Background: an optimization exercise with open tools, aiming at small area, a short achievable clock period and few clock cycles per item. Do not read the settings as production practice.
Function was checked by simulation only, so behaviour that the tests miss may differ from the original.
Power is estimated from default activity; no workload was simulated.

Setup of main:
Design slab_pool_chunk_allocator_unit, start of the top module:
module slab_pool_chunk_allocator_unit (
  input  logic clk,
  input  logic rst_n,
  input  logic in_start,
  output logic in_busy,
  input  spca_pkg::in_item_t in_data,
  output logic out_strobe,
  output spca_pkg::out_item_t out_data,
  input  logic cfg_psel,
  input  logic cfg_penable,
  input  logic cfg_pwrite,
  input  logic [2:0] cfg_paddr,
  input  logic [31:0] cfg_pwdata,
  output logic [31:0] cfg_prdata,
  output logic cfg_pready
);
Size in the first run: ~7000 flip-flops, about 98 I/O pins, about 260000 um2 of cells after synthesis.
Settings: LEC_CHECK=0, CAP_MARGIN=20, CORE_MARGIN=2, CORE_UTILIZATION=45, CTS_BUF_LIST=sky130_fd_sc_hd__clkbuf_16, CTS_CLUSTER_DIAMETER=100, CTS_CLUSTER_SIZE=24, SLEW_MARGIN=20, SYNTH_MEMORY_MAX_BITS=8192; clock period 12.0 ns.
standard.sh (not shown) runs the stock make flow with config.mk's settings and CLKGATE_MAP_FILE= SYNTH_SCRIPT=/design/flow/synth_recipe.tcl, a recipe that flattens the netlist after the stock synthesis.
==> flow/flow/run.sh <==
#!/bin/bash
# Own layout flow: the standard flow, unchanged (standard synthesis included),
# except that timing repair aims at a setup slack well above zero, so that the
# layout reaches a clock period near the input-to-output floor rather than
# stopping at the 12 ns the constraint asks for. Constraints are the standard flow's.
set -euo pipefail
bash standard.sh synth > synth.log 2>&1
bash standard.sh finish SETUP_SLACK_MARGIN=7.2 > layout.log 2>&1
Testbench counts of main, summed over its fixed seeds: cycles 12,016, items 12,000.
## Diff of input files: the feature branch against main
-- flow/flow/run.sh --
<<< main, line 6
set -euo pipefail
bash standard.sh synth > synth.log 2>&1
bash standard.sh finish SETUP_SLACK_MARGIN=7.2 > layout.log 2>&1
>>> the feature branch, line 6
set -euo pipefail
bash standard.sh synth > synth.log 2>&1
bash standard.sh finish SETUP_SLACK_MARGIN=6.6 > layout.log 2>&1
Notes after the runs:
Delta (the feature branch minus main): worst setup slack shows a reduction of 0.53 ns; flip-flop and latch count shows no meaningful change.
Total power for the feature branch: 0.36 mW down relative to main
Compared with main, the feature branch supports a lower clock frequency.
The run showing the greater sequential share of layout area is the feature branch.
Relative to main, portion of total power attributed to combinational logic has gone down in the feature branch.
[the feature branch vs main] top fanout value on the critical path: higher in the feature branch
Cmp main and the feature branch / clock network power share / higher: the feature branch

========
## branch amber
slab_pool_chunk_allocator_unit, a different RTL version from the one above (not shown whole).
For scale: ~25000 cells after synthesis, about 7000 flip-flops, roughly 98 I/O pins, about 0.26 sq mm of cells after synthesis.
export LEC_CHECK = 0
export CAP_MARGIN = 20
export CORE_MARGIN = 2
export CORE_UTILIZATION = 45
export CTS_BUF_LIST = sky130_fd_sc_hd__clkbuf_16
export CTS_CLUSTER_DIAMETER = 100
export CTS_CLUSTER_SIZE = 24
export SLEW_MARGIN = 20
export SYNTH_MEMORY_MAX_BITS = 8192
create_clock -name core_clock -period 12.0 [get_ports {clk}]
==> flow/flow/run.sh <==
#!/bin/bash
# Own layout flow: the standard flow, unchanged (standard synthesis included),
# except that timing repair aims at a setup slack well above zero, so that the
# layout reaches a clock period near the input-to-output floor rather than
# stopping at the 12 ns the constraint asks for. Constraints are the standard flow's.
set -euo pipefail
bash standard.sh synth > synth.log 2>&1
bash standard.sh finish SETUP_SLACK_MARGIN=7.2 > layout.log 2>&1
Testbench counts of branch amber, summed over its fixed seeds: cycles 12,016, items 12,000.
For branch pepper, these inputs were changed with respect to branch amber:
diff --git a/flow/flow/run.sh b/flow/flow/run.sh
--- a/flow/flow/run.sh
+++ b/flow/flow/run.sh
@@ -8 +8 @@
-bash standard.sh finish SETUP_SLACK_MARGIN=7.2 > layout.log 2>&1
+bash standard.sh finish SETUP_SLACK_MARGIN=6.6 > layout.log 2>&1
==> comparison <==
Between branch amber and branch pepper, the difference in clock network fraction of total power is negligible. Summary of branch pepper over branch amber: register fraction of the total cell area shows an increase of 1.4 points, worst supply voltage drop on vdd lost about 7.5%.

========
Another version of the RTL of slab_pool_chunk_allocator_unit (not shown whole).
Size in the first run: about 25000 cells after synthesis, about 6900 flip-flops, roughly 98 I/O pins, ~260000 um2 of cells after synthesis.
==> flow/config.mk <==
export PLATFORM = sky130hd
export DESIGN_NAME = slab_pool_chunk_allocator_unit
export DESIGN_NICKNAME = slab_pool_chunk_allocator_unit
export VERILOG_FILES = /design/flow/design.v
export SDC_FILE = /design/flow/constraint.sdc
export NUM_CORES = 8
export LEC_CHECK = 0
export CAP_MARGIN = 20
export CORE_MARGIN = 2
export CORE_UTILIZATION = 45
export CTS_BUF_LIST = sky130_fd_sc_hd__clkbuf_16
export CTS_CLUSTER_DIAMETER = 100
export CTS_CLUSTER_SIZE = 24
export SETUP_SLACK_MARGIN = 5
export SLEW_MARGIN = 20
export SYNTH_MEMORY_MAX_BITS = 8192
==> flow/constraint.sdc <==
create_clock -name core_clock -period 12.0 [get_ports {clk}]
set_input_delay 2.4000 -clock core_clock [delete_from_list [all_inputs] [get_ports {clk}]]
set_output_delay 2.4000 -clock core_clock [all_outputs]
set_load 0.01 [all_outputs]
run.sh (not shown) runs the stock make flow with config.mk's settings and CLKGATE_MAP_FILE= SYNTH_SCRIPT=/design/flow/synth_recipe.tcl, a recipe that flattens the netlist after the stock synthesis.
Stock flow here: none of the scripts above is used.
Testbench counts at the start, summed over its fixed seeds: cycles 12,016, items 12,000.
==> next run, changes <==
==> flow/flow/run.sh (new file) <==
#!/bin/bash
# Own layout flow: the standard flow, unchanged (standard synthesis included),
# except that timing repair aims at a setup slack well above zero, so that the
# layout reaches a clock period near the input-to-output floor rather than
# stopping at the 12 ns the constraint asks for. Constraints are the standard flow's.
set -euo pipefail
bash standard.sh synth > synth.log 2>&1
bash standard.sh finish SETUP_SLACK_MARGIN=6.6 > layout.log 2>&1
==> flow/standard.sh (new file) <==
#!/bin/bash
# synth_recipe.tcl (not shown) runs the flow's synth.tcl, then flattens the netlist and writes it again
# the make line also repeats each setting of config.mk as NAME=value (left out here)
make -C /OpenROAD-flow-scripts/flow DESIGN_CONFIG=/design/flow/config.mk WORK_HOME=/design/flow/orfs CLKGATE_MAP_FILE= SYNTH_SCRIPT=/design/flow/synth_recipe.tcl "${@:-finish}"
SETUP_SLACK_MARGIN = not set   (was 5)
removed: flow/run.sh
- The changed run completed without violations
- via count rises by 2.5%
- setup slack improved by 1500 ps
- clock skew climbs by 6.2 ps
- synthesized area is unchanged
- register-to-register slack is better by 1500 ps
- total power stays flat

==> re-timing with driven ports <==
Ports are ideal in the flow. The routed layouts listed here were re-timed in OpenROAD. Step 1, drivers: a clkbuf_16 drives clk and a buf_2 each remaining input, both assumed. Step 2, shift: input delay + t, output delay - t, t = (earliest + latest rising clock arrival at the registers) / 2. This alone moves slack from input paths to output paths. a / b / c = no drivers / after step 1 / after step 2; a / b = the first two.
| run | t (ns) | setup WS [ns] | worst setup path at the end | worst data-port slew with drivers (ns) |
|---|---|---|---|---|
| main | 1.229 | 6.654 / 6.535 / 6.535 | input to output | 0.13 |
| the feature branch | 1.223 | 6.128 / 6.128 / 6.128 | register to register | 0.10 |
| branch amber | 1.230 | 6.659 / 6.535 / 6.535 | input to output | 0.14 |
| branch pepper | 1.215 | 6.209 / 6.209 / 6.209 | register to register | 0.05 |
| the first run of note 3 | 1.232 | 4.486 / 4.486 / 4.486 | register to register | 0.09 |
| the second run of note 3 | 1.254 | 6.010 / 6.010 / 6.010 | register to register | 0.05 |
After both steps setup and hold are still met in every run listed. The setup slack of branch amber, which loses most, moves by -0.124 ns with the drivers and by -0.124 ns with both steps.
